From an optimization exercise on the open Yosys and OpenROAD flow, aimed at small area, a short achievable clock period and few clock cycles per item; shortcuts taken in it are not production practice.
Only simulation tests tie the RTL to the original design; equivalence was not proved.

$ cat flow/design.v
package lmsnt_pkg;
  localparam int DATA_WIDTH   = 16;   
  localparam int WEIGHT_WIDTH = 24;   
  localparam int RATE_WIDTH   = 16;   
  localparam int DATA_FRAC    = 8;
  localparam int WEIGHT_FRAC  = 16;
  localparam int RATE_FRAC    = 16;
  localparam int G_WIDTH     = RATE_WIDTH + DATA_WIDTH + 2;
  localparam int MCAND_WIDTH = (G_WIDTH > WEIGHT_WIDTH) ? G_WIDTH : WEIGHT_WIDTH;
  localparam int PROD_WIDTH  = MCAND_WIDTH + DATA_WIDTH;
  localparam int ACC_WIDTH   = PROD_WIDTH + 2;
  localparam int UPD_WIDTH   = PROD_WIDTH + 1;
  localparam int WSH = RATE_FRAC + DATA_FRAC + DATA_FRAC - WEIGHT_FRAC;
  localparam int BSH = RATE_FRAC + DATA_FRAC - WEIGHT_FRAC;
  localparam int CFG_INDEX_WIDTH = 2;
  localparam int CFG_DATA_WIDTH  = WEIGHT_WIDTH;
  localparam logic [CFG_INDEX_WIDTH-1:0] REG_LEARN_RATE = 2'd0;
  localparam logic [CFG_INDEX_WIDTH-1:0] REG_INIT_W1    = 2'd1;
  localparam logic [CFG_INDEX_WIDTH-1:0] REG_INIT_W2    = 2'd2;
  localparam logic [CFG_INDEX_WIDTH-1:0] REG_INIT_BIAS  = 2'd3;
  localparam logic [RATE_WIDTH-1:0] RATE_RESET = 16'd16384;   
  localparam logic [1:0] OP_PREDICT = 2'd0;
  localparam logic [1:0] OP_TRAIN   = 2'd1;
  localparam logic [1:0] OP_RELOAD  = 2'd2;
  localparam logic signed [ACC_WIDTH-1:0] DATA_HI =
    {{(ACC_WIDTH-DATA_WIDTH+1){1'b0}}, {(DATA_WIDTH-1){1'b1}}};
  localparam logic signed [ACC_WIDTH-1:0] DATA_LO =
    {{(ACC_WIDTH-DATA_WIDTH+1){1'b1}}, {(DATA_WIDTH-1){1'b0}}};
  localparam logic signed [UPD_WIDTH-1:0] WGT_HI =
    {{(UPD_WIDTH-WEIGHT_WIDTH+1){1'b0}}, {(WEIGHT_WIDTH-1){1'b1}}};
  localparam logic signed [UPD_WIDTH-1:0] WGT_LO =
    {{(UPD_WIDTH-WEIGHT_WIDTH+1){1'b1}}, {(WEIGHT_WIDTH-1){1'b0}}};
  typedef struct packed {
    logic [1:0]                   op;
    logic signed [DATA_WIDTH-1:0] first_input;
    logic signed [DATA_WIDTH-1:0] second_input;
    logic signed [DATA_WIDTH-1:0] target_value;
  } sample_t;
  typedef struct packed {
    logic signed [DATA_WIDTH-1:0]   prediction;
    logic signed [DATA_WIDTH-1:0]   error_value;
    logic signed [WEIGHT_WIDTH-1:0] weight_one_now;
    logic signed [WEIGHT_WIDTH-1:0] weight_two_now;
    logic signed [WEIGHT_WIDTH-1:0] bias_now;
    logic                           saturated_flag;
  } result_t;
  typedef struct packed {
    logic busy;
    logic done;
  } mul_stat_t;
  typedef enum logic [3:0] {
    ST_IDLE,
    ST_MUL_W1,
    ST_MUL_W2,
    ST_ROUND,
    ST_ERROR,
    ST_MUL_G,
    ST_MUL_D1,
    ST_UPD_W1,
    ST_MUL_D2,
    ST_UPD_W2,
    ST_RND_B,
    ST_UPD_B,
    ST_EMIT
  } state_t;
  typedef struct packed {
    logic signed [DATA_WIDTH-1:0] value;
    logic                         clipped;
  } data_clip_t;
  typedef struct packed {
    logic signed [WEIGHT_WIDTH-1:0] value;
    logic                           clipped;
  } weight_clip_t;
endpackage
module lmsnt_serial_mul (
  input  logic [7:0] one,
  input  logic [7:0] two,
  input  logic [7:0] ng,
  input  logic [31:0] m,
  input  logic [40:0] a,
  input  logic        kr,
  output logic [47:0] s,
  output logic [47:0] c
);
  logic [32:0] pp0;
  logic [32:0] pp1;
  logic [32:0] pp2;
  logic [32:0] pp3;
  logic [32:0] pp4;
  logic [32:0] pp5;
  logic [32:0] pp6;
  logic [32:0] pp7;
  logic [33:0] mx;
  assign mx = {m[31], m, 1'b0};
  assign pp0 = ({33{one[0]}} & mx[33:1] | {33{two[0]}} & mx[32:0]) ^ {33{ng[0]}};
  assign pp1 = ({33{one[1]}} & mx[33:1] | {33{two[1]}} & mx[32:0]) ^ {33{ng[1]}};
  assign pp2 = ({33{one[2]}} & mx[33:1] | {33{two[2]}} & mx[32:0]) ^ {33{ng[2]}};
  assign pp3 = ({33{one[3]}} & mx[33:1] | {33{two[3]}} & mx[32:0]) ^ {33{ng[3]}};
  assign pp4 = ({33{one[4]}} & mx[33:1] | {33{two[4]}} & mx[32:0]) ^ {33{ng[4]}};
  assign pp5 = ({33{one[5]}} & mx[33:1] | {33{two[5]}} & mx[32:0]) ^ {33{ng[5]}};
  assign pp6 = ({33{one[6]}} & mx[33:1] | {33{two[6]}} & mx[32:0]) ^ {33{ng[6]}};
  assign pp7 = ({33{one[7]}} & mx[33:1] | {33{two[7]}} & mx[32:0]) ^ {33{ng[7]}};
  logic t1, t2, t3, t4, t5, t6, t7, t8, t9, t10, t11, t12, t13, t14, t15, t16, t17, t18, t19, t20, t21, t22, t23, t24, t25, t26, t27, t28, t29, t30, t31, t32, t33, t34, t35, t36, t37, t38, t39, t40, t41, t42, t43, t44, t45, t46, t47, t48, t49, t50, t51, t52, t53, t54, t55, t56, t57, t58, t59, t60, t61, t62, t63, t64, t65, t66, t67, t68, t69, t70, t71, t72, t73, t74, t75, t76, t77, t78, t79, t80, t81, t82, t83, t84, t85, t86, t87, t88, t89, t90, t91, t92, t93, t94, t95, t96, t97, t98, t99, t100, t101, t102, t103, t104, t105, t106, t107, t108, t109, t110, t111, t112, t113, t114, t115, t116, t117, t118, t119, t120, t121, t122, t123, t124, t125, t126, t127, t128, t129, t130, t131, t132, t133, t134, t135, t136, t137, t138, t139, t140, t141, t142, t143, t144, t145, t146, t147, t148, t149, t150, t151, t152, t153, t154, t155, t156, t157, t158, t159, t160, t161, t162, t163, t164, t165, t166, t167, t168, t169, t170, t171, t172, t173, t174, t175, t176, t177, t178, t179, t180, t181, t182, t183, t184, t185, t186, t187, t188, t189, t190, t191, t192, t193, t194, t195, t196, t197, t198, t199, t200, t201, t202, t203, t204, t205, t206, t207, t208, t209, t210, t211, t212, t213, t214, t215, t216, t217, t218, t219, t220, t221, t222, t223, t224, t225, t226, t227, t228, t229, t230, t231, t232, t233, t234, t235, t236, t237, t238, t239, t240, t241, t242, t243, t244, t245, t246, t247, t248, t249, t250, t251, t252, t253, t254, t255, t256, t257, t258, t259, t260, t261, t262, t263, t264, t265, t266, t267, t268, t269, t270, t271, t272, t273, t274, t275, t276, t277, t278, t279, t280, t281, t282, t283, t284, t285, t286, t287, t288, t289, t290, t291, t292, t293, t294, t295, t296, t297, t298, t299, t300, t301, t302, t303, t304, t305, t306, t307, t308, t309, t310, t311, t312, t313, t314, t315, t316, t317, t318, t319, t320, t321, t322, t323, t324, t325, t326, t327, t328, t329, t330, t331, t332, t333, t334, t335, t336, t337, t338, t339, t340, t341, t342, t343, t344, t345, t346, t347, t348, t349, t350, t351, t352, t353, t354, t355, t356, t357, t358, t359, t360, t361, t362, t363, t364, t365, t366, t367, t368, t369, t370, t371, t372, t373, t374, t375, t376, t377, t378, t379, t380, t381, t382, t383, t384, t385, t386, t387, t388, t389, t390, t391, t392, t393, t394, t395, t396, t397, t398, t399, t400, t401, t402, t403, t404, t405, t406, t407, t408, t409, t410, t411, t412, t413, t414, t415, t416, t417, t418, t419, t420, t421, t422, t423, t424, t425, t426, t427, t428, t429, t430, t431, t432, t433, t434, t435, t436, t437, t438, t439, t440, t441, t442, t443, t444, t445, t446, t447, t448, t449, t450, t451, t452, t453, t454, t455, t456, t457, t458, t459, t460, t461, t462, t463, t464, t465, t466, t467, t468, t469, t470, t471, t472, t473, t474, t475, t476, t477, t478, t479, t480, t481, t482, t483, t484, t485, t486, t487, t488, t489, t490, t491, t492, t493, t494, t495, t496, t497, t498, t499, t500, t501, t502, t503, t504, t505, t506, t507, t508, t509, t510, t511, t512, t513, t514, t515, t516, t517, t518, t519, t520, t521, t522, t523, t524, t525, t526, t527, t528, t529, t530, t531, t532;
  assign t1 = pp0[14] ^ pp1[12];
  assign t2 = pp0[14] & pp1[12];
  assign t3 = pp0[15] ^ pp1[13] ^ pp2[11];
  assign t4 = (pp0[15] & pp1[13]) | (pp0[15] & pp2[11]) | (pp1[13] & pp2[11]);
  assign t5 = pp0[16] ^ pp1[14];
  assign t6 = pp0[16] & pp1[14];
  assign t7 = pp0[17] ^ pp1[15];
  assign t8 = pp0[17] & pp1[15];
  assign t9 = pp0[18] ^ pp1[16];
  assign t10 = pp0[18] & pp1[16];
  assign t11 = pp0[19] ^ pp1[17];
  assign t12 = pp0[19] & pp1[17];
  assign t13 = pp0[20] ^ pp1[18];
  assign t14 = pp0[20] & pp1[18];
  assign t15 = pp0[21] ^ pp1[19];
  assign t16 = pp0[21] & pp1[19];
  assign t17 = pp0[22] ^ pp1[20];
  assign t18 = pp0[22] & pp1[20];
  assign t19 = pp0[23] ^ pp1[21];
  assign t20 = pp0[23] & pp1[21];
  assign t21 = pp0[24] ^ pp1[22];
  assign t22 = pp0[24] & pp1[22];
  assign t23 = pp0[25] ^ pp1[23];
  assign t24 = pp0[25] & pp1[23];
  assign t25 = pp0[26] ^ pp1[24];
  assign t26 = pp0[26] & pp1[24];
  assign t27 = pp0[27] ^ pp1[25];
  assign t28 = pp0[27] & pp1[25];
  assign t29 = pp0[28] ^ pp1[26];
  assign t30 = pp0[28] & pp1[26];
  assign t31 = pp0[29] ^ pp1[27];
  assign t32 = pp0[29] & pp1[27];
  assign t33 = pp0[30] ^ pp1[28];
  assign t34 = pp0[30] & pp1[28];
  assign t35 = pp0[31] ^ pp1[29];
  assign t36 = pp0[31] & pp1[29];
  assign t37 = ~pp0[32] ^ pp1[30] ^ pp2[28];
  assign t38 = (~pp0[32] & pp1[30]) | (~pp0[32] & pp2[28]) | (pp1[30] & pp2[28]);
  assign t39 = pp1[31] ^ pp2[29];
  assign t40 = pp1[31] & pp2[29];
  assign t41 = pp0[8] ^ pp1[6];
  assign t42 = pp0[8] & pp1[6];
  assign t43 = pp0[9] ^ pp1[7];
  assign t44 = pp0[9] & pp1[7];
  assign t45 = pp0[10] ^ pp1[8] ^ pp2[6];
  assign t46 = (pp0[10] & pp1[8]) | (pp0[10] & pp2[6]) | (pp1[8] & pp2[6]);
  assign t47 = pp3[4] ^ pp4[2];
  assign t48 = pp3[4] & pp4[2];
  assign t49 = pp0[11] ^ pp1[9] ^ pp2[7];
  assign t50 = (pp0[11] & pp1[9]) | (pp0[11] & pp2[7]) | (pp1[9] & pp2[7]);
  assign t51 = pp3[5] ^ pp4[3];
  assign t52 = pp3[5] & pp4[3];
  assign t53 = pp0[12] ^ pp1[10] ^ pp2[8];
  assign t54 = (pp0[12] & pp1[10]) | (pp0[12] & pp2[8]) | (pp1[10] & pp2[8]);
  assign t55 = pp3[6] ^ pp4[4] ^ pp5[2];
  assign t56 = (pp3[6] & pp4[4]) | (pp3[6] & pp5[2]) | (pp4[4] & pp5[2]);
  assign t57 = pp6[0] ^ ng[6];
  assign t58 = pp6[0] & ng[6];
  assign t59 = pp0[13] ^ pp1[11] ^ pp2[9];
  assign t60 = (pp0[13] & pp1[11]) | (pp0[13] & pp2[9]) | (pp1[11] & pp2[9]);
  assign t61 = pp3[7] ^ pp4[5] ^ pp5[3];
  assign t62 = (pp3[7] & pp4[5]) | (pp3[7] & pp5[3]) | (pp4[5] & pp5[3]);
  assign t63 = pp6[1] ^ a[13];
  assign t64 = pp6[1] & a[13];
  assign t65 = pp2[10] ^ pp3[8] ^ pp4[6];
  assign t66 = (pp2[10] & pp3[8]) | (pp2[10] & pp4[6]) | (pp3[8] & pp4[6]);
  assign t67 = pp5[4] ^ pp6[2] ^ pp7[0];
  assign t68 = (pp5[4] & pp6[2]) | (pp5[4] & pp7[0]) | (pp6[2] & pp7[0]);
  assign t69 = ng[7] ^ a[14] ^ t1;
  assign t70 = (ng[7] & a[14]) | (ng[7] & t1) | (a[14] & t1);
  assign t71 = pp3[9] ^ pp4[7] ^ pp5[5];
  assign t72 = (pp3[9] & pp4[7]) | (pp3[9] & pp5[5]) | (pp4[7] & pp5[5]);
  assign t73 = pp6[3] ^ pp7[1] ^ a[15];
  assign t74 = (pp6[3] & pp7[1]) | (pp6[3] & a[15]) | (pp7[1] & a[15]);
  assign t75 = kr ^ t2 ^ t3;
  assign t76 = (kr & t2) | (kr & t3) | (t2 & t3);
  assign t77 = pp2[12] ^ pp3[10] ^ pp4[8];
  assign t78 = (pp2[12] & pp3[10]) | (pp2[12] & pp4[8]) | (pp3[10] & pp4[8]);
  assign t79 = pp5[6] ^ pp6[4] ^ pp7[2];
  assign t80 = (pp5[6] & pp6[4]) | (pp5[6] & pp7[2]) | (pp6[4] & pp7[2]);
  assign t81 = a[16] ^ t4 ^ t5;
  assign t82 = (a[16] & t4) | (a[16] & t5) | (t4 & t5);
  assign t83 = pp2[13] ^ pp3[11] ^ pp4[9];
  assign t84 = (pp2[13] & pp3[11]) | (pp2[13] & pp4[9]) | (pp3[11] & pp4[9]);
  assign t85 = pp5[7] ^ pp6[5] ^ pp7[3];
  assign t86 = (pp5[7] & pp6[5]) | (pp5[7] & pp7[3]) | (pp6[5] & pp7[3]);
  assign t87 = a[17] ^ t6 ^ t7;
  assign t88 = (a[17] & t6) | (a[17] & t7) | (t6 & t7);
  assign t89 = pp2[14] ^ pp3[12] ^ pp4[10];
  assign t90 = (pp2[14] & pp3[12]) | (pp2[14] & pp4[10]) | (pp3[12] & pp4[10]);
  assign t91 = pp5[8] ^ pp6[6] ^ pp7[4];
  assign t92 = (pp5[8] & pp6[6]) | (pp5[8] & pp7[4]) | (pp6[6] & pp7[4]);
  assign t93 = a[18] ^ t8 ^ t9;
  assign t94 = (a[18] & t8) | (a[18] & t9) | (t8 & t9);
  assign t95 = pp2[15] ^ pp3[13] ^ pp4[11];
  assign t96 = (pp2[15] & pp3[13]) | (pp2[15] & pp4[11]) | (pp3[13] & pp4[11]);
  assign t97 = pp5[9] ^ pp6[7] ^ pp7[5];
  assign t98 = (pp5[9] & pp6[7]) | (pp5[9] & pp7[5]) | (pp6[7] & pp7[5]);
  assign t99 = a[19] ^ t10 ^ t11;
  assign t100 = (a[19] & t10) | (a[19] & t11) | (t10 & t11);
  assign t101 = pp2[16] ^ pp3[14] ^ pp4[12];
  assign t102 = (pp2[16] & pp3[14]) | (pp2[16] & pp4[12]) | (pp3[14] & pp4[12]);
  assign t103 = pp5[10] ^ pp6[8] ^ pp7[6];
  assign t104 = (pp5[10] & pp6[8]) | (pp5[10] & pp7[6]) | (pp6[8] & pp7[6]);
  assign t105 = a[20] ^ t12 ^ t13;
  assign t106 = (a[20] & t12) | (a[20] & t13) | (t12 & t13);
  assign t107 = pp2[17] ^ pp3[15] ^ pp4[13];
  assign t108 = (pp2[17] & pp3[15]) | (pp2[17] & pp4[13]) | (pp3[15] & pp4[13]);
  assign t109 = pp5[11] ^ pp6[9] ^ pp7[7];
  assign t110 = (pp5[11] & pp6[9]) | (pp5[11] & pp7[7]) | (pp6[9] & pp7[7]);
  assign t111 = a[21] ^ t14 ^ t15;
  assign t112 = (a[21] & t14) | (a[21] & t15) | (t14 & t15);
  assign t113 = pp2[18] ^ pp3[16] ^ pp4[14];
  assign t114 = (pp2[18] & pp3[16]) | (pp2[18] & pp4[14]) | (pp3[16] & pp4[14]);
  assign t115 = pp5[12] ^ pp6[10] ^ pp7[8];
  assign t116 = (pp5[12] & pp6[10]) | (pp5[12] & pp7[8]) | (pp6[10] & pp7[8]);
  assign t117 = a[22] ^ t16 ^ t17;
  assign t118 = (a[22] & t16) | (a[22] & t17) | (t16 & t17);
  assign t119 = pp2[19] ^ pp3[17] ^ pp4[15];
  assign t120 = (pp2[19] & pp3[17]) | (pp2[19] & pp4[15]) | (pp3[17] & pp4[15]);
  assign t121 = pp5[13] ^ pp6[11] ^ pp7[9];
  assign t122 = (pp5[13] & pp6[11]) | (pp5[13] & pp7[9]) | (pp6[11] & pp7[9]);
  assign t123 = a[23] ^ t18 ^ t19;
  assign t124 = (a[23] & t18) | (a[23] & t19) | (t18 & t19);
  assign t125 = pp2[20] ^ pp3[18] ^ pp4[16];
  assign t126 = (pp2[20] & pp3[18]) | (pp2[20] & pp4[16]) | (pp3[18] & pp4[16]);
  assign t127 = pp5[14] ^ pp6[12] ^ pp7[10];
  assign t128 = (pp5[14] & pp6[12]) | (pp5[14] & pp7[10]) | (pp6[12] & pp7[10]);
  assign t129 = a[24] ^ t20 ^ t21;
  assign t130 = (a[24] & t20) | (a[24] & t21) | (t20 & t21);
  assign t131 = pp2[21] ^ pp3[19] ^ pp4[17];
  assign t132 = (pp2[21] & pp3[19]) | (pp2[21] & pp4[17]) | (pp3[19] & pp4[17]);
  assign t133 = pp5[15] ^ pp6[13] ^ pp7[11];
  assign t134 = (pp5[15] & pp6[13]) | (pp5[15] & pp7[11]) | (pp6[13] & pp7[11]);
  assign t135 = a[25] ^ t22 ^ t23;
  assign t136 = (a[25] & t22) | (a[25] & t23) | (t22 & t23);
  assign t137 = pp2[22] ^ pp3[20] ^ pp4[18];
  assign t138 = (pp2[22] & pp3[20]) | (pp2[22] & pp4[18]) | (pp3[20] & pp4[18]);
  assign t139 = pp5[16] ^ pp6[14] ^ pp7[12];
  assign t140 = (pp5[16] & pp6[14]) | (pp5[16] & pp7[12]) | (pp6[14] & pp7[12]);
  assign t141 = a[26] ^ t24 ^ t25;
  assign t142 = (a[26] & t24) | (a[26] & t25) | (t24 & t25);
  assign t143 = pp2[23] ^ pp3[21] ^ pp4[19];
  assign t144 = (pp2[23] & pp3[21]) | (pp2[23] & pp4[19]) | (pp3[21] & pp4[19]);
  assign t145 = pp5[17] ^ pp6[15] ^ pp7[13];
  assign t146 = (pp5[17] & pp6[15]) | (pp5[17] & pp7[13]) | (pp6[15] & pp7[13]);
  assign t147 = a[27] ^ t26 ^ t27;
  assign t148 = (a[27] & t26) | (a[27] & t27) | (t26 & t27);
  assign t149 = pp2[24] ^ pp3[22] ^ pp4[20];
  assign t150 = (pp2[24] & pp3[22]) | (pp2[24] & pp4[20]) | (pp3[22] & pp4[20]);
  assign t151 = pp5[18] ^ pp6[16] ^ pp7[14];
  assign t152 = (pp5[18] & pp6[16]) | (pp5[18] & pp7[14]) | (pp6[16] & pp7[14]);
  assign t153 = a[28] ^ t28 ^ t29;
  assign t154 = (a[28] & t28) | (a[28] & t29) | (t28 & t29);
  assign t155 = pp2[25] ^ pp3[23] ^ pp4[21];
  assign t156 = (pp2[25] & pp3[23]) | (pp2[25] & pp4[21]) | (pp3[23] & pp4[21]);
  assign t157 = pp5[19] ^ pp6[17] ^ pp7[15];
  assign t158 = (pp5[19] & pp6[17]) | (pp5[19] & pp7[15]) | (pp6[17] & pp7[15]);
  assign t159 = a[29] ^ t30 ^ t31;
  assign t160 = (a[29] & t30) | (a[29] & t31) | (t30 & t31);
  assign t161 = pp2[26] ^ pp3[24] ^ pp4[22];
  assign t162 = (pp2[26] & pp3[24]) | (pp2[26] & pp4[22]) | (pp3[24] & pp4[22]);
  assign t163 = pp5[20] ^ pp6[18] ^ pp7[16];
  assign t164 = (pp5[20] & pp6[18]) | (pp5[20] & pp7[16]) | (pp6[18] & pp7[16]);
  assign t165 = a[30] ^ t32 ^ t33;
  assign t166 = (a[30] & t32) | (a[30] & t33) | (t32 & t33);
  assign t167 = pp2[27] ^ pp3[25] ^ pp4[23];
  assign t168 = (pp2[27] & pp3[25]) | (pp2[27] & pp4[23]) | (pp3[25] & pp4[23]);
  assign t169 = pp5[21] ^ pp6[19] ^ pp7[17];
  assign t170 = (pp5[21] & pp6[19]) | (pp5[21] & pp7[17]) | (pp6[19] & pp7[17]);
  assign t171 = a[31] ^ t34 ^ t35;
  assign t172 = (a[31] & t34) | (a[31] & t35) | (t34 & t35);
  assign t173 = pp3[26] ^ pp4[24] ^ pp5[22];
  assign t174 = (pp3[26] & pp4[24]) | (pp3[26] & pp5[22]) | (pp4[24] & pp5[22]);
  assign t175 = pp6[20] ^ pp7[18] ^ a[32];
  assign t176 = (pp6[20] & pp7[18]) | (pp6[20] & a[32]) | (pp7[18] & a[32]);
  assign t177 = 1'b1 ^ t36 ^ t37;
  assign t178 = (1'b1 & t36) | (1'b1 & t37) | (t36 & t37);
  assign t179 = pp3[27] ^ pp4[25] ^ pp5[23];
  assign t180 = (pp3[27] & pp4[25]) | (pp3[27] & pp5[23]) | (pp4[25] & pp5[23]);
  assign t181 = pp6[21] ^ pp7[19] ^ a[33];
  assign t182 = (pp6[21] & pp7[19]) | (pp6[21] & a[33]) | (pp7[19] & a[33]);
  assign t183 = 1'b1 ^ t38 ^ t39;
  assign t184 = (1'b1 & t38) | (1'b1 & t39) | (t38 & t39);
  assign t185 = ~pp1[32] ^ pp2[30] ^ pp3[28];
  assign t186 = (~pp1[32] & pp2[30]) | (~pp1[32] & pp3[28]) | (pp2[30] & pp3[28]);
  assign t187 = pp4[26] ^ pp5[24] ^ pp6[22];
  assign t188 = (pp4[26] & pp5[24]) | (pp4[26] & pp6[22]) | (pp5[24] & pp6[22]);
  assign t189 = pp7[20] ^ a[34] ^ t40;
  assign t190 = (pp7[20] & a[34]) | (pp7[20] & t40) | (a[34] & t40);
  assign t191 = pp2[31] ^ pp3[29] ^ pp4[27];
  assign t192 = (pp2[31] & pp3[29]) | (pp2[31] & pp4[27]) | (pp3[29] & pp4[27]);
  assign t193 = pp5[25] ^ pp6[23] ^ pp7[21];
  assign t194 = (pp5[25] & pp6[23]) | (pp5[25] & pp7[21]) | (pp6[23] & pp7[21]);
  assign t195 = a[35] ^ 1'b1;
  assign t196 = a[35] & 1'b1;
  assign t197 = ~pp2[32] ^ pp3[30] ^ pp4[28];
  assign t198 = (~pp2[32] & pp3[30]) | (~pp2[32] & pp4[28]) | (pp3[30] & pp4[28]);
  assign t199 = pp5[26] ^ pp6[24] ^ pp7[22];
  assign t200 = (pp5[26] & pp6[24]) | (pp5[26] & pp7[22]) | (pp6[24] & pp7[22]);
  assign t201 = pp3[31] ^ pp4[29] ^ pp5[27];
  assign t202 = (pp3[31] & pp4[29]) | (pp3[31] & pp5[27]) | (pp4[29] & pp5[27]);
  assign t203 = pp6[25] ^ pp7[23];
  assign t204 = pp6[25] & pp7[23];
  assign t205 = ~pp3[32] ^ pp4[30] ^ pp5[28];
  assign t206 = (~pp3[32] & pp4[30]) | (~pp3[32] & pp5[28]) | (pp4[30] & pp5[28]);
  assign t207 = pp4[31] ^ pp5[29];
  assign t208 = pp4[31] & pp5[29];
  assign t209 = ~pp4[32] ^ pp5[30];
  assign t210 = ~pp4[32] & pp5[30];
  assign t211 = pp0[4] ^ pp1[2];
  assign t212 = pp0[4] & pp1[2];
  assign t213 = pp0[5] ^ pp1[3];
  assign t214 = pp0[5] & pp1[3];
  assign t215 = pp0[6] ^ pp1[4] ^ pp2[2];
  assign t216 = (pp0[6] & pp1[4]) | (pp0[6] & pp2[2]) | (pp1[4] & pp2[2]);
  assign t217 = pp3[0] ^ ng[3];
  assign t218 = pp3[0] & ng[3];
  assign t219 = pp0[7] ^ pp1[5] ^ pp2[3];
  assign t220 = (pp0[7] & pp1[5]) | (pp0[7] & pp2[3]) | (pp1[5] & pp2[3]);
  assign t221 = pp3[1] ^ a[7];
  assign t222 = pp3[1] & a[7];
  assign t223 = pp2[4] ^ pp3[2] ^ pp4[0];
  assign t224 = (pp2[4] & pp3[2]) | (pp2[4] & pp4[0]) | (pp3[2] & pp4[0]);
  assign t225 = ng[4] ^ a[8] ^ t41;
  assign t226 = (ng[4] & a[8]) | (ng[4] & t41) | (a[8] & t41);
  assign t227 = pp2[5] ^ pp3[3] ^ pp4[1];
  assign t228 = (pp2[5] & pp3[3]) | (pp2[5] & pp4[1]) | (pp3[3] & pp4[1]);
  assign t229 = a[9] ^ t42 ^ t43;
  assign t230 = (a[9] & t42) | (a[9] & t43) | (t42 & t43);
  assign t231 = pp5[0] ^ ng[5] ^ a[10];
  assign t232 = (pp5[0] & ng[5]) | (pp5[0] & a[10]) | (ng[5] & a[10]);
  assign t233 = t44 ^ t45 ^ t47;
  assign t234 = (t44 & t45) | (t44 & t47) | (t45 & t47);
  assign t235 = pp5[1] ^ a[11] ^ t46;
  assign t236 = (pp5[1] & a[11]) | (pp5[1] & t46) | (a[11] & t46);
  assign t237 = t48 ^ t49 ^ t51;
  assign t238 = (t48 & t49) | (t48 & t51) | (t49 & t51);
  assign t239 = a[12] ^ t50 ^ t52;
  assign t240 = (a[12] & t50) | (a[12] & t52) | (t50 & t52);
  assign t241 = t53 ^ t55 ^ t57;
  assign t242 = (t53 & t55) | (t53 & t57) | (t55 & t57);
  assign t243 = t54 ^ t56 ^ t58;
  assign t244 = (t54 & t56) | (t54 & t58) | (t56 & t58);
  assign t245 = t59 ^ t61 ^ t63;
  assign t246 = (t59 & t61) | (t59 & t63) | (t61 & t63);
  assign t247 = t60 ^ t62 ^ t64;
  assign t248 = (t60 & t62) | (t60 & t64) | (t62 & t64);
  assign t249 = t65 ^ t67 ^ t69;
  assign t250 = (t65 & t67) | (t65 & t69) | (t67 & t69);
  assign t251 = t66 ^ t68 ^ t70;
  assign t252 = (t66 & t68) | (t66 & t70) | (t68 & t70);
  assign t253 = t71 ^ t73 ^ t75;
  assign t254 = (t71 & t73) | (t71 & t75) | (t73 & t75);
  assign t255 = t72 ^ t74 ^ t76;
  assign t256 = (t72 & t74) | (t72 & t76) | (t74 & t76);
  assign t257 = t77 ^ t79 ^ t81;
  assign t258 = (t77 & t79) | (t77 & t81) | (t79 & t81);
  assign t259 = t78 ^ t80 ^ t82;
  assign t260 = (t78 & t80) | (t78 & t82) | (t80 & t82);
  assign t261 = t83 ^ t85 ^ t87;
  assign t262 = (t83 & t85) | (t83 & t87) | (t85 & t87);
  assign t263 = t84 ^ t86 ^ t88;
  assign t264 = (t84 & t86) | (t84 & t88) | (t86 & t88);
  assign t265 = t89 ^ t91 ^ t93;
  assign t266 = (t89 & t91) | (t89 & t93) | (t91 & t93);
  assign t267 = t90 ^ t92 ^ t94;
  assign t268 = (t90 & t92) | (t90 & t94) | (t92 & t94);
  assign t269 = t95 ^ t97 ^ t99;
  assign t270 = (t95 & t97) | (t95 & t99) | (t97 & t99);
  assign t271 = t96 ^ t98 ^ t100;
  assign t272 = (t96 & t98) | (t96 & t100) | (t98 & t100);
  assign t273 = t101 ^ t103 ^ t105;
  assign t274 = (t101 & t103) | (t101 & t105) | (t103 & t105);
  assign t275 = t102 ^ t104 ^ t106;
  assign t276 = (t102 & t104) | (t102 & t106) | (t104 & t106);
  assign t277 = t107 ^ t109 ^ t111;
  assign t278 = (t107 & t109) | (t107 & t111) | (t109 & t111);
  assign t279 = t108 ^ t110 ^ t112;
  assign t280 = (t108 & t110) | (t108 & t112) | (t110 & t112);
  assign t281 = t113 ^ t115 ^ t117;
  assign t282 = (t113 & t115) | (t113 & t117) | (t115 & t117);
  assign t283 = t114 ^ t116 ^ t118;
  assign t284 = (t114 & t116) | (t114 & t118) | (t116 & t118);
  assign t285 = t119 ^ t121 ^ t123;
  assign t286 = (t119 & t121) | (t119 & t123) | (t121 & t123);
  assign t287 = t120 ^ t122 ^ t124;
  assign t288 = (t120 & t122) | (t120 & t124) | (t122 & t124);
  assign t289 = t125 ^ t127 ^ t129;
  assign t290 = (t125 & t127) | (t125 & t129) | (t127 & t129);
  assign t291 = t126 ^ t128 ^ t130;
  assign t292 = (t126 & t128) | (t126 & t130) | (t128 & t130);
  assign t293 = t131 ^ t133 ^ t135;
  assign t294 = (t131 & t133) | (t131 & t135) | (t133 & t135);
  assign t295 = t132 ^ t134 ^ t136;
  assign t296 = (t132 & t134) | (t132 & t136) | (t134 & t136);
  assign t297 = t137 ^ t139 ^ t141;
  assign t298 = (t137 & t139) | (t137 & t141) | (t139 & t141);
  assign t299 = t138 ^ t140 ^ t142;
  assign t300 = (t138 & t140) | (t138 & t142) | (t140 & t142);
  assign t301 = t143 ^ t145 ^ t147;
  assign t302 = (t143 & t145) | (t143 & t147) | (t145 & t147);
  assign t303 = t144 ^ t146 ^ t148;
  assign t304 = (t144 & t146) | (t144 & t148) | (t146 & t148);
  assign t305 = t149 ^ t151 ^ t153;
  assign t306 = (t149 & t151) | (t149 & t153) | (t151 & t153);
  assign t307 = t150 ^ t152 ^ t154;
  assign t308 = (t150 & t152) | (t150 & t154) | (t152 & t154);
  assign t309 = t155 ^ t157 ^ t159;
  assign t310 = (t155 & t157) | (t155 & t159) | (t157 & t159);
  assign t311 = t156 ^ t158 ^ t160;
  assign t312 = (t156 & t158) | (t156 & t160) | (t158 & t160);
  assign t313 = t161 ^ t163 ^ t165;
  assign t314 = (t161 & t163) | (t161 & t165) | (t163 & t165);
  assign t315 = t162 ^ t164 ^ t166;
  assign t316 = (t162 & t164) | (t162 & t166) | (t164 & t166);
  assign t317 = t167 ^ t169 ^ t171;
  assign t318 = (t167 & t169) | (t167 & t171) | (t169 & t171);
  assign t319 = t168 ^ t170 ^ t172;
  assign t320 = (t168 & t170) | (t168 & t172) | (t170 & t172);
  assign t321 = t173 ^ t175 ^ t177;
  assign t322 = (t173 & t175) | (t173 & t177) | (t175 & t177);
  assign t323 = t174 ^ t176 ^ t178;
  assign t324 = (t174 & t176) | (t174 & t178) | (t176 & t178);
  assign t325 = t179 ^ t181 ^ t183;
  assign t326 = (t179 & t181) | (t179 & t183) | (t181 & t183);
  assign t327 = t180 ^ t182 ^ t184;
  assign t328 = (t180 & t182) | (t180 & t184) | (t182 & t184);
  assign t329 = t185 ^ t187 ^ t189;
  assign t330 = (t185 & t187) | (t185 & t189) | (t187 & t189);
  assign t331 = t186 ^ t188 ^ t190;
  assign t332 = (t186 & t188) | (t186 & t190) | (t188 & t190);
  assign t333 = t191 ^ t193 ^ t195;
  assign t334 = (t191 & t193) | (t191 & t195) | (t193 & t195);
  assign t335 = a[36] ^ t192 ^ t194;
  assign t336 = (a[36] & t192) | (a[36] & t194) | (t192 & t194);
  assign t337 = t196 ^ t197 ^ t199;
  assign t338 = (t196 & t197) | (t196 & t199) | (t197 & t199);
  assign t339 = a[37] ^ 1'b1 ^ t198;
  assign t340 = (a[37] & 1'b1) | (a[37] & t198) | (1'b1 & t198);
  assign t341 = t200 ^ t201 ^ t203;
  assign t342 = (t200 & t201) | (t200 & t203) | (t201 & t203);
  assign t343 = pp6[26] ^ pp7[24] ^ a[38];
  assign t344 = (pp6[26] & pp7[24]) | (pp6[26] & a[38]) | (pp7[24] & a[38]);
  assign t345 = t202 ^ t204 ^ t205;
  assign t346 = (t202 & t204) | (t202 & t205) | (t204 & t205);
  assign t347 = pp6[27] ^ pp7[25] ^ a[39];
  assign t348 = (pp6[27] & pp7[25]) | (pp6[27] & a[39]) | (pp7[25] & a[39]);
  assign t349 = 1'b1 ^ t206 ^ t207;
  assign t350 = (1'b1 & t206) | (1'b1 & t207) | (t206 & t207);
  assign t351 = pp6[28] ^ pp7[26] ^ ~a[40];
  assign t352 = (pp6[28] & pp7[26]) | (pp6[28] & ~a[40]) | (pp7[26] & ~a[40]);
  assign t353 = 1'b1 ^ t208 ^ t209;
  assign t354 = (1'b1 & t208) | (1'b1 & t209) | (t208 & t209);
  assign t355 = pp5[31] ^ pp6[29] ^ pp7[27];
  assign t356 = (pp5[31] & pp6[29]) | (pp5[31] & pp7[27]) | (pp6[29] & pp7[27]);
  assign t357 = pp0[2] ^ pp1[0];
  assign t358 = pp0[2] & pp1[0];
  assign t359 = pp0[3] ^ pp1[1];
  assign t360 = pp0[3] & pp1[1];
  assign t361 = pp2[0] ^ ng[2] ^ a[4];
  assign t362 = (pp2[0] & ng[2]) | (pp2[0] & a[4]) | (ng[2] & a[4]);
  assign t363 = pp2[1] ^ a[5] ^ t212;
  assign t364 = (pp2[1] & a[5]) | (pp2[1] & t212) | (a[5] & t212);
  assign t365 = a[6] ^ t214 ^ t215;
  assign t366 = (a[6] & t214) | (a[6] & t215) | (t214 & t215);
  assign t367 = t216 ^ t218 ^ t219;
  assign t368 = (t216 & t218) | (t216 & t219) | (t218 & t219);
  assign t369 = t220 ^ t222 ^ t223;
  assign t370 = (t220 & t222) | (t220 & t223) | (t222 & t223);
  assign t371 = t224 ^ t226 ^ t227;
  assign t372 = (t224 & t226) | (t224 & t227) | (t226 & t227);
  assign t373 = t228 ^ t230 ^ t231;
  assign t374 = (t228 & t230) | (t228 & t231) | (t230 & t231);
  assign t375 = t232 ^ t234 ^ t235;
  assign t376 = (t232 & t234) | (t232 & t235) | (t234 & t235);
  assign t377 = t236 ^ t238 ^ t239;
  assign t378 = (t236 & t238) | (t236 & t239) | (t238 & t239);
  assign t379 = t240 ^ t242 ^ t243;
  assign t380 = (t240 & t242) | (t240 & t243) | (t242 & t243);
  assign t381 = t244 ^ t246 ^ t247;
  assign t382 = (t244 & t246) | (t244 & t247) | (t246 & t247);
  assign t383 = t248 ^ t250 ^ t251;
  assign t384 = (t248 & t250) | (t248 & t251) | (t250 & t251);
  assign t385 = t252 ^ t254 ^ t255;
  assign t386 = (t252 & t254) | (t252 & t255) | (t254 & t255);
  assign t387 = t256 ^ t258 ^ t259;
  assign t388 = (t256 & t258) | (t256 & t259) | (t258 & t259);
  assign t389 = t260 ^ t262 ^ t263;
  assign t390 = (t260 & t262) | (t260 & t263) | (t262 & t263);
  assign t391 = t264 ^ t266 ^ t267;
  assign t392 = (t264 & t266) | (t264 & t267) | (t266 & t267);
  assign t393 = t268 ^ t270 ^ t271;
  assign t394 = (t268 & t270) | (t268 & t271) | (t270 & t271);
  assign t395 = t272 ^ t274 ^ t275;
  assign t396 = (t272 & t274) | (t272 & t275) | (t274 & t275);
  assign t397 = t276 ^ t278 ^ t279;
  assign t398 = (t276 & t278) | (t276 & t279) | (t278 & t279);
  assign t399 = t280 ^ t282 ^ t283;
  assign t400 = (t280 & t282) | (t280 & t283) | (t282 & t283);
  assign t401 = t284 ^ t286 ^ t287;
  assign t402 = (t284 & t286) | (t284 & t287) | (t286 & t287);
  assign t403 = t288 ^ t290 ^ t291;
  assign t404 = (t288 & t290) | (t288 & t291) | (t290 & t291);
  assign t405 = t292 ^ t294 ^ t295;
  assign t406 = (t292 & t294) | (t292 & t295) | (t294 & t295);
  assign t407 = t296 ^ t298 ^ t299;
  assign t408 = (t296 & t298) | (t296 & t299) | (t298 & t299);
  assign t409 = t300 ^ t302 ^ t303;
  assign t410 = (t300 & t302) | (t300 & t303) | (t302 & t303);
  assign t411 = t304 ^ t306 ^ t307;
  assign t412 = (t304 & t306) | (t304 & t307) | (t306 & t307);
  assign t413 = t308 ^ t310 ^ t311;
  assign t414 = (t308 & t310) | (t308 & t311) | (t310 & t311);
  assign t415 = t312 ^ t314 ^ t315;
  assign t416 = (t312 & t314) | (t312 & t315) | (t314 & t315);
  assign t417 = t316 ^ t318 ^ t319;
  assign t418 = (t316 & t318) | (t316 & t319) | (t318 & t319);
  assign t419 = t320 ^ t322 ^ t323;
  assign t420 = (t320 & t322) | (t320 & t323) | (t322 & t323);
  assign t421 = t324 ^ t326 ^ t327;
  assign t422 = (t324 & t326) | (t324 & t327) | (t326 & t327);
  assign t423 = t328 ^ t330 ^ t331;
  assign t424 = (t328 & t330) | (t328 & t331) | (t330 & t331);
  assign t425 = t332 ^ t334 ^ t335;
  assign t426 = (t332 & t334) | (t332 & t335) | (t334 & t335);
  assign t427 = t336 ^ t338 ^ t339;
  assign t428 = (t336 & t338) | (t336 & t339) | (t338 & t339);
  assign t429 = t340 ^ t342 ^ t343;
  assign t430 = (t340 & t342) | (t340 & t343) | (t342 & t343);
  assign t431 = t344 ^ t346 ^ t347;
  assign t432 = (t344 & t346) | (t344 & t347) | (t346 & t347);
  assign t433 = t348 ^ t350 ^ t351;
  assign t434 = (t348 & t350) | (t348 & t351) | (t350 & t351);
  assign t435 = t210 ^ t352 ^ t354;
  assign t436 = (t210 & t352) | (t210 & t354) | (t352 & t354);
  assign t437 = ~pp5[32] ^ pp6[30] ^ pp7[28];
  assign t438 = (~pp5[32] & pp6[30]) | (~pp5[32] & pp7[28]) | (pp6[30] & pp7[28]);
  assign t439 = pp6[31] ^ pp7[29];
  assign t440 = pp6[31] & pp7[29];
  assign t441 = pp0[0] ^ ng[0];
  assign t442 = pp0[0] & ng[0];
  assign t443 = pp0[1] ^ a[1];
  assign t444 = pp0[1] & a[1];
  assign t445 = ng[1] ^ a[2] ^ t357;
  assign t446 = (ng[1] & a[2]) | (ng[1] & t357) | (a[2] & t357);
  assign t447 = a[3] ^ t358 ^ t359;
  assign t448 = (a[3] & t358) | (a[3] & t359) | (t358 & t359);
  assign t449 = t211 ^ t360 ^ t361;
  assign t450 = (t211 & t360) | (t211 & t361) | (t360 & t361);
  assign t451 = t213 ^ t362 ^ t363;
  assign t452 = (t213 & t362) | (t213 & t363) | (t362 & t363);
  assign t453 = t217 ^ t364 ^ t365;
  assign t454 = (t217 & t364) | (t217 & t365) | (t364 & t365);
  assign t455 = t221 ^ t366 ^ t367;
  assign t456 = (t221 & t366) | (t221 & t367) | (t366 & t367);
  assign t457 = t225 ^ t368 ^ t369;
  assign t458 = (t225 & t368) | (t225 & t369) | (t368 & t369);
  assign t459 = t229 ^ t370 ^ t371;
  assign t460 = (t229 & t370) | (t229 & t371) | (t370 & t371);
  assign t461 = t233 ^ t372 ^ t373;
  assign t462 = (t233 & t372) | (t233 & t373) | (t372 & t373);
  assign t463 = t237 ^ t374 ^ t375;
  assign t464 = (t237 & t374) | (t237 & t375) | (t374 & t375);
  assign t465 = t241 ^ t376 ^ t377;
  assign t466 = (t241 & t376) | (t241 & t377) | (t376 & t377);
  assign t467 = t245 ^ t378 ^ t379;
  assign t468 = (t245 & t378) | (t245 & t379) | (t378 & t379);
  assign t469 = t249 ^ t380 ^ t381;
  assign t470 = (t249 & t380) | (t249 & t381) | (t380 & t381);
  assign t471 = t253 ^ t382 ^ t383;
  assign t472 = (t253 & t382) | (t253 & t383) | (t382 & t383);
  assign t473 = t257 ^ t384 ^ t385;
  assign t474 = (t257 & t384) | (t257 & t385) | (t384 & t385);
  assign t475 = t261 ^ t386 ^ t387;
  assign t476 = (t261 & t386) | (t261 & t387) | (t386 & t387);
  assign t477 = t265 ^ t388 ^ t389;
  assign t478 = (t265 & t388) | (t265 & t389) | (t388 & t389);
  assign t479 = t269 ^ t390 ^ t391;
  assign t480 = (t269 & t390) | (t269 & t391) | (t390 & t391);
  assign t481 = t273 ^ t392 ^ t393;
  assign t482 = (t273 & t392) | (t273 & t393) | (t392 & t393);
  assign t483 = t277 ^ t394 ^ t395;
  assign t484 = (t277 & t394) | (t277 & t395) | (t394 & t395);
  assign t485 = t281 ^ t396 ^ t397;
  assign t486 = (t281 & t396) | (t281 & t397) | (t396 & t397);
  assign t487 = t285 ^ t398 ^ t399;
  assign t488 = (t285 & t398) | (t285 & t399) | (t398 & t399);
  assign t489 = t289 ^ t400 ^ t401;
  assign t490 = (t289 & t400) | (t289 & t401) | (t400 & t401);
  assign t491 = t293 ^ t402 ^ t403;
  assign t492 = (t293 & t402) | (t293 & t403) | (t402 & t403);
  assign t493 = t297 ^ t404 ^ t405;
  assign t494 = (t297 & t404) | (t297 & t405) | (t404 & t405);
  assign t495 = t301 ^ t406 ^ t407;
  assign t496 = (t301 & t406) | (t301 & t407) | (t406 & t407);
  assign t497 = t305 ^ t408 ^ t409;
  assign t498 = (t305 & t408) | (t305 & t409) | (t408 & t409);
  assign t499 = t309 ^ t410 ^ t411;
  assign t500 = (t309 & t410) | (t309 & t411) | (t410 & t411);
  assign t501 = t313 ^ t412 ^ t413;
  assign t502 = (t313 & t412) | (t313 & t413) | (t412 & t413);
  assign t503 = t317 ^ t414 ^ t415;
  assign t504 = (t317 & t414) | (t317 & t415) | (t414 & t415);
  assign t505 = t321 ^ t416 ^ t417;
  assign t506 = (t321 & t416) | (t321 & t417) | (t416 & t417);
  assign t507 = t325 ^ t418 ^ t419;
  assign t508 = (t325 & t418) | (t325 & t419) | (t418 & t419);
  assign t509 = t329 ^ t420 ^ t421;
  assign t510 = (t329 & t420) | (t329 & t421) | (t420 & t421);
  assign t511 = t333 ^ t422 ^ t423;
  assign t512 = (t333 & t422) | (t333 & t423) | (t422 & t423);
  assign t513 = t337 ^ t424 ^ t425;
  assign t514 = (t337 & t424) | (t337 & t425) | (t424 & t425);
  assign t515 = t341 ^ t426 ^ t427;
  assign t516 = (t341 & t426) | (t341 & t427) | (t426 & t427);
  assign t517 = t345 ^ t428 ^ t429;
  assign t518 = (t345 & t428) | (t345 & t429) | (t428 & t429);
  assign t519 = t349 ^ t430 ^ t431;
  assign t520 = (t349 & t430) | (t349 & t431) | (t430 & t431);
  assign t521 = t353 ^ t432 ^ t433;
  assign t522 = (t353 & t432) | (t353 & t433) | (t432 & t433);
  assign t523 = t355 ^ t434 ^ t435;
  assign t524 = (t355 & t434) | (t355 & t435) | (t434 & t435);
  assign t525 = t356 ^ t436 ^ t437;
  assign t526 = (t356 & t436) | (t356 & t437) | (t436 & t437);
  assign t527 = 1'b1 ^ t438 ^ t439;
  assign t528 = (1'b1 & t438) | (1'b1 & t439) | (t438 & t439);
  assign t529 = ~pp6[32] ^ pp7[30] ^ t440;
  assign t530 = (~pp6[32] & pp7[30]) | (~pp6[32] & t440) | (pp7[30] & t440);
  assign t531 = pp7[31] ^ 1'b1;
  assign t532 = pp7[31] & 1'b1;
  assign s = {1'b1, ~pp7[32], t530, t528, t526, t524, t522, t520, t518, t516, t514, t512, t510, t508, t506, t504, t502, t500, t498, t496, t494, t492, t490, t488, t486, t484, t482, t480, t478, t476, t474, t472, t470, t468, t466, t464, t462, t460, t458, t456, t454, t452, t450, t448, t446, t444, t442, a[0]};
  assign c = {1'b0, t532, t531, t529, t527, t525, t523, t521, t519, t517, t515, t513, t511, t509, t507, t505, t503, t501, t499, t497, t495, t493, t491, t489, t487, t485, t483, t481, t479, t477, t475, t473, t471, t469, t467, t465, t463, t461, t459, t457, t455, t453, t451, t449, t447, t445, t443, t441};
endmodule
module lms_two_input_neuron_trainer
(
  input  logic         clk,
  input  logic         rst,
  input  logic         sample_valid,
  output logic         sample_ready,
  input  logic [49:0]  sample,
  output logic         result_valid,
  input  logic         result_ready,
  output logic [104:0] result,
  input  logic         cfg_write,
  input  logic [1:0]   cfg_index,
  input  logic [23:0]  cfg_data
);
  function automatic [23:0] benc(input logic [15:0] y);
    logic [16:0] yy;
    logic [7:0]  one, two, ng;
    yy = {y, 1'b0};
    for (int i = 0; i < 8; i++) begin
      one[i] = yy[2*i+1] ^ yy[2*i];
      two[i] = (yy[2*i+2] & ~yy[2*i+1] & ~yy[2*i]) | (~yy[2*i+2] & yy[2*i+1] & yy[2*i]);
      ng[i]  = yy[2*i+2];
    end
    benc = {ng, two, one};
  endfunction
  function automatic [16:0] clip16(input logic [25:0] v);
    if (!v[25] && (v[24:15] != 10'h000))      clip16 = {16'h7fff, 1'b1};
    else if (v[25] && (v[24:15] != 10'h3ff))  clip16 = {16'h8000, 1'b1};
    else                                      clip16 = {v[15:0], 1'b0};
  endfunction
  function automatic [24:0] clip24(input logic [32:0] v);
    if (!v[32] && (v[31:23] != 9'h000))       clip24 = {24'h7fffff, 1'b1};
    else if (v[32] && (v[31:23] != 9'h1ff))   clip24 = {24'h800000, 1'b1};
    else                                      clip24 = {v[23:0], 1'b0};
  endfunction
  logic [1:0]  op;
  assign op = sample[49:48];
  logic e, p1, p2, p3, p4, p5, r1;
  logic [23:0] rc;
  logic        r0;
  logic [23:0] init_w1, init_w2, init_b;
  logic [23:0] w1, w2, b;
  logic [23:0] x1n, x2c;
  logic [15:0] tgt;
  logic        trn_q;
  logic [23:0] code_r;
  logic [31:0] m_r;
  logic [40:0] a_r;
  logic        kr_r;
  logic [15:0] pred_q, err_q;
  logic        sat_q;
  logic slot_free;
  assign slot_free = !result_valid || result_ready;
  logic rfin, fin, take;
  assign rfin = r1 && slot_free;
  assign fin  = (p2 && !trn_q) || p5 || rfin;
  assign sample_ready = e || fin;
  assign take = sample_valid && sample_ready;
  logic [47:0] ps, pc, p;
  lmsnt_serial_mul u_mul (
    .one (code_r[7:0]),
    .two (code_r[15:8]),
    .ng  (code_r[23:16]),
    .m   (m_r),
    .a   (a_r),
    .kr  (kr_r),
    .s   (ps),
    .c   (pc)
  );
  assign p = ps + pc;
  logic [25:0] tn, fs, fc;
  logic [41:0] dsum;
  assign tn   = ~{{10{tgt[15]}}, tgt};
  assign fs   = ps[41:16] ^ pc[41:16] ^ tn;
  assign fc   = (ps[41:16] & pc[41:16]) | (ps[41:16] & tn) | (pc[41:16] & tn);
  assign dsum = {fs, ps[15:0]} + {fc[24:0], 1'b1, pc[15:0]};
  logic [16:0] pclip, dclip, epos, eneg, eclip;
  logic [17:0] ehi, elo;
  assign pclip = clip16(p[41:16]);
  assign dclip = clip16(dsum[41:16]);
  assign ehi   = 18'sd32767 - {{2{tgt[15]}}, tgt};
  assign elo   = -18'sd32768 - {{2{tgt[15]}}, tgt};
  assign epos  = clip16({{8{ehi[17]}}, ehi});
  assign eneg  = clip16({{8{elo[17]}}, elo});
  always_comb begin
    if (pclip[0] && !p[41]) eclip = epos;
    else if (pclip[0])      eclip = eneg;
    else                    eclip = dclip;
  end
  logic [24:0] wclip, bclip;
  logic [33:0] bsum;
  assign wclip = clip24(p[47:15]);
  assign bsum  = {{3{b[23]}}, b, 7'h3f} - {{2{m_r[31]}}, m_r};
  assign bclip = clip24({{6{bsum[33]}}, bsum[33:7]});
  logic [23:0] w1_nx, b_nx;
  assign w1_nx = r1 ? init_w1 : w1;
  assign b_nx  = r1 ? init_b  : b;
  always_ff @(posedge clk) begin
    if (rst) begin
      e            <= 1'b1;
      p1           <= 1'b0;
      p2           <= 1'b0;
      p3           <= 1'b0;
      p4           <= 1'b0;
      p5           <= 1'b0;
      r1           <= 1'b0;
      result_valid <= 1'b0;
      rc           <= benc(16'd8192);
      r0           <= 1'b0;
      init_w1      <= '0;
      init_w2      <= '0;
      init_b       <= '0;
      w1           <= '0;
      w2           <= '0;
      b            <= '0;
    end else begin
      e  <= (e || fin) && !sample_valid;
      p1 <= (p1 && !slot_free) || (take && op != 2'd2);
      r1 <= (r1 && !slot_free) || (take && op == 2'd2);
      p2 <= p1 && slot_free;
      p3 <= p2 && trn_q;
      p4 <= p3;
      p5 <= p4;
      if (fin)               result_valid <= 1'b1;
      else if (result_ready) result_valid <= 1'b0;
      if (cfg_write) begin
        case (cfg_index)
          2'd0: begin
            rc <= benc({1'b0, cfg_data[15:1]});
            r0 <= cfg_data[0];
          end
          2'd1: init_w1 <= cfg_data;
          2'd2: init_w2 <= cfg_data;
          default: init_b <= cfg_data;
        endcase
      end
      if (rfin) begin
        w1 <= init_w1;
        w2 <= init_w2;
        b  <= init_b;
      end
      if (p4) begin
        w1 <= wclip[24:1];
        b  <= bclip[24:1];
      end
      if (p5) w2 <= wclip[24:1];
    end
  end
  always_ff @(posedge clk) begin
    if (take) begin
      x1n    <= benc(sample[47:32]) ^ {8'hff, 16'h0000};
      x2c    <= benc(sample[31:16]);
      tgt    <= sample[15:0];
      trn_q  <= (op == 2'd1);
      code_r <= benc(sample[47:32]);
      m_r    <= {{8{w1_nx[23]}}, w1_nx};
      a_r    <= {{9{b_nx[23]}}, b_nx, 8'h00};
      kr_r   <= 1'b1;
    end else if (p1 && slot_free) begin
      code_r <= x2c;
      m_r    <= {{8{w2[23]}}, w2};
      a_r    <= p[40:0];
      kr_r   <= 1'b0;
    end else if (p2) begin
      code_r <= rc;
      m_r    <= {{15{eclip[16]}}, eclip[16:1], 1'b0};
      a_r    <= r0 ? {{25{eclip[16]}}, eclip[16:1]} : '0;
    end else if (p3) begin
      code_r <= x1n;
      m_r    <= p[31:0];
      a_r    <= {{2{w1[23]}}, w1, 15'h3fff};
    end else if (p4) begin
      code_r <= x2c ^ {8'hff, 16'h0000};
      a_r    <= {{2{w2[23]}}, w2, 15'h3fff};
    end
    if (rfin) begin
      pred_q <= '0;
      err_q  <= '0;
      sat_q  <= 1'b0;
    end
    if (p2) begin
      pred_q <= pclip[16:1];
      err_q  <= eclip[16:1];
      sat_q  <= pclip[0] | eclip[0];
    end
    if (p4) sat_q <= sat_q | wclip[0] | bclip[0];
    if (p5) sat_q <= sat_q | wclip[0];
  end
  assign result = {pred_q, err_q, w1, w2, b, sat_q};
endmodule
$ cat flow/run.sh
#!/bin/bash
# synth_recipe.tcl (not shown) runs the flow's synth.tcl, then flattens the netlist and writes it again
# the make line also repeats each setting of config.mk as NAME=value (left out here)
make -C /OpenROAD-flow-scripts/flow DESIGN_CONFIG=/design/flow/config.mk WORK_HOME=/design/flow/orfs CLKGATE_MAP_FILE= SYNTH_SCRIPT=/design/flow/synth_recipe.tcl finish
$ cat flow/config.mk
export PLATFORM = sky130hd
export DESIGN_NAME = lms_two_input_neuron_trainer
export DESIGN_NICKNAME = lms_two_input_neuron_trainer
export VERILOG_FILES = /design/flow/design.v
export SDC_FILE = /design/flow/constraint.sdc
export NUM_CORES = 4
export LEC_CHECK = 0
export CAP_MARGIN = 20
export CORE_MARGIN = 2
export CORE_UTILIZATION = 40
export SLEW_MARGIN = 20
$ cat flow/constraint.sdc
create_clock -name core_clock -period 7.5 [get_ports {clk}]
set_input_delay 1.5000 -clock core_clock [delete_from_list [all_inputs] [get_ports {clk}]]
set_output_delay 1.5000 -clock core_clock [all_outputs]
set_load 0.01 [all_outputs]
==> results.json <==
{
  "area_growth_syn_to_layout_pct": 28.9,
  "fin_worst_skew_ps": 33.3,
  "grt_start_max_net_pins": 115,
  "ys_async_sr_fraction": 0,
  "drtAntennaViolNets": 0,
  "core-area_um2": 88100,
  "post-route-period-util": 1.02,
  "clk_root_buffer_cell": "clkbuf_16",
  "detailroute.via_count": 34600,
  "grtUsageTotal": 0.342,
  "avgSynthCellArea_um2": 8.44,
  "synth-edff-count": 187,
  "mappedNetlistNets": 4673,
  "gp_congestion": 1.04,
  "synth.ff_latch_count": 372,
  "cts_max_path_bufs": 3,
  "die-area_um2": 91000,
  "i_o_pin_total": 188,
  "cts_hold_repair.buffers": 0,
  "die_w_um": 302,
  "causes_of_the_check_failure": "setup timing",
  "clk_transition_reported_paths_ps": 60,
  "mappedNetlistArea_um2": 35500,
  "numCtsBuffers": 41,
  "synth_cell_type_count": 81,
  "post_route_cells_drive_above_1_share": 0.212,
  "outcome": "failed layout checks",
  "slew_headroom": 0.177,
  "hp-class": "flip-flop to flip-flop",
  "fmaxAchievable_ghz": 0.131,
  "fin_cells": 5875,
  "yosys.cell_count.top_type": "inv_1",
  "placedCellCount": 5752,
  "dominantRegCellSynth": "edfxtp_1",
  "yosysSeqAreaShare": 0.263,
  "proportion_of_netlist_area_held_by_the_largest_area_contributor": 0.158,
  "worstPathMaxFanout": 6,
  "grt_overflow_total": 0,
  "postPlaceCellArea_um2": 42100,
  "violation_count_after_the_first_detailed_route_iteration": 4359,
  "cp.required_ps": 7850,
  "worst_pin_slew_ps": 1230,
  "grt_first_pass_wirelength_um": 228000,
  "dr_vias_cell": 5.89,
  "synth.cells.most_frequent": "inv_1 (477), nand2_1 (463), a21oi_1 (364), clkbuf_1 (316), a22oi_1 (250)",
  "number_of_nets_in_the_finished_design": 5144,
  "finalWirelength_um": 159000,
  "critical-path-slowest-cell": "fa_2",
  "final_util": 0.519,
  "timing.critical_path.to_type": "flip-flop",
  "synth_largest_area_cell": "edfxtp_1",
  "yosysWarningCount": 1,
  "slowest_delay_ps": 660,
  "synthesis.instances": 4203,
  "place.port_buffers": 187,
  "setup_viol": 30,
  "crit_type": "flip-flop to flip-flop",
  "fp.dieH_um": 302,
  "worst_path_most_repeated_cell": "inv_2",
  "grt_pass1_vias": 32800,
  "rsz0062_at_grt": "yes",
  "dr.pass1.iters": 7,
  "floorplan.initialDensity": 0.402,
  "cts_tree": "yes",
  "post_drt_wl_per_cell_um": 27.0,
  "critPathLaunchType": "flip-flop",
  "netlist_top_cells_area": "edfxtp_1 (16%), fa_1 (14%), dfxtp_1 (10%), xnor2_1 (5.8%), a22oi_1 (5.3%)",
  "ctsHtreeMaxLevel": 2,
  "clock_insertion_delay_worst_skew_ps": 610,
  "post-route-cell-area_um2": 45700,
  "hpwlAfterDp_um": 124000,
  "cp_data_arrival_time_ps": 8000,
  "cts_num_sinks": 372,
  "final.setup.worst_slack_ps": -147,
  "placementRows": 109,
  "final-hold-violation-count": 0,
  "remaining_drc_errors": 0,
  "antenna_found_initial": 16,
  "max_cap_viol_count": 0,
  "drv_slew": 0,
  "timing.final.crit_period_ps": 7650
}
[kinds of logic (layout without fill, tap and decap cells)]
logic type / Yosys count / in the layout / synth area share
muxes: 80 / 80 / 0.0228
AOI/OAI and AO/OA: 1191 / 1191 / 0.218
xor gates and xnor gates: 379 / 379 / 0.0936
adders and majority gates: 390 / 390 / 0.190
and+or+nand+nor: 951 / 951 / 0.123
buffers and inverters: 840 / 1343 / 0.0895
other: 0 / 4 / 0
DFF: 372 / 372 / 0.263
[flip-flops by register name, indices dropped and copies added (netlist names), 16 cells and up]
| name | cells |
|---|---|
| err_q | 16 |
| init_b | 24 |
| b | 24 |
| code_r | 24 |
| w2 | 24 |
| x1n | 24 |
| m_r | 32 |
| tgt | 16 |
| init_w2 | 24 |
| init_w1 | 24 |
| x2c | 24 |
| pred_q | 16 |
| w1 | 24 |
| a_r | 41 |
| rc | 23 |
[worst paths after layout]
kind	start	endpoint	slack [ps]	cells after the start
worst max register to register	code_r[0]	sat_q	-150	28
worst min register to register	init_w2[7]	init_w2[7]	450	2
worst min-delay path	init_w2[7]	init_w2[7]	450	2
worst max-delay path	code_r[0]	sat_q	-150	28
[cells in the final DEF (no fill, tap or decap), types with 145 or more instances in the layout]
cell type	count
buf_4	524
inv_1	458
nand2_1	437
a21oi_1	330
xnor2_1	230
a22oi_1	220
fa_1	198
edfxtp_1	187
clkdlybuf4s50_1	186
dfxtp_1	181
o21ai_0	158
nor2_1	145
[per-layer routing]
layer / wire length (um) / vias to the layer above / GRT usage / share of wire
li1: - / 15400 / - / -
met4: 9130 / 6 / 0.165 / 0.058
met1: 67200 / 17000 / 0.486 / 0.42
met2: 67800 / 1879 / 0.504 / 0.43
met3: 14500 / 337 / 0.0566 / 0.092
met5: 39 / - / 0 / 0.00025
[stage by stage]
step | setup WS, ps | hold slack, ps | setup TNS, ps
floorplan | 15.8 | 432 | 0
global placement | -682 | 438 | -30340
detailed placement | -817 | 443 | -33980
CTS | -137 | 452 | -2320
global route | -379 | 473 | -11450
finish | -147 | 454 | -2080
[area by class of cell]
| type | count | area, um2 |
|---|---|---|
| fill | 8468 | 42400 |
| multi-input combinational | 2991 | 24700 |
| sequential | 372 | 9330 |
| timing repair buffer | 786 | 7000 |
| inverter | 482 | 1810 |
| tap | 1165 | 1460 |
| clock buffer | 58 | 1210 |
| clock inverter | 17 | 201 |
| antenna | 4 | 10.0 |
[worst max-delay path, delay by kind of cell, from the launching register on]
kind / cells / cell delay, ps
buffers and inverters: 8 / 780
flip-flops: 1 / 470
AO/OA/AOI/OAI: 6 / 1210
AND/OR/NAND/NOR: 6 / 1680
XOR/XNOR: 1 / 100
adder cells (fa/ha/maj): 7 / 3150
[what timing repair did]
action | in CTS | in global routing
setup endpoints to repair | 88 | 134
pin swaps | 132 | 99
cloned | 2 | 0
resized for setup | 224 | 183
setup buffers | 28 | 23
hold endpoints to repair | 0 | 0
Testbench counts, summed over its fixed seeds: cycles 13,626, items 3,200.

static timing again, ports no longer ideal:
The results above use ideal ports. As a check the final layout listed here was re-extracted and re-timed, cells and wires unchanged.
Step 1 assumes that a clkbuf_16 drives the clock port and a buf_2 every other input.
Step 2 moves the port delays by t, midway between the first and last clock arrival at a register: inputs arrive t later, outputs are due t later. That takes back most of the time a late clock gives input paths.
a / b / c = ideal / step 1 / step 2; a / b = the first two.
shift t [ns]: 0.661
slack for setup (ns): -0.147 / -0.147 / -0.147
latest minus earliest clock arrival (ns): 0.034 / 0.033
worst register clock-pin slew, ns: 0.07 / 0.07
For this run, drivers alone change the setup slack by 0.000 ns; drivers and shift together by 0.000 ns.
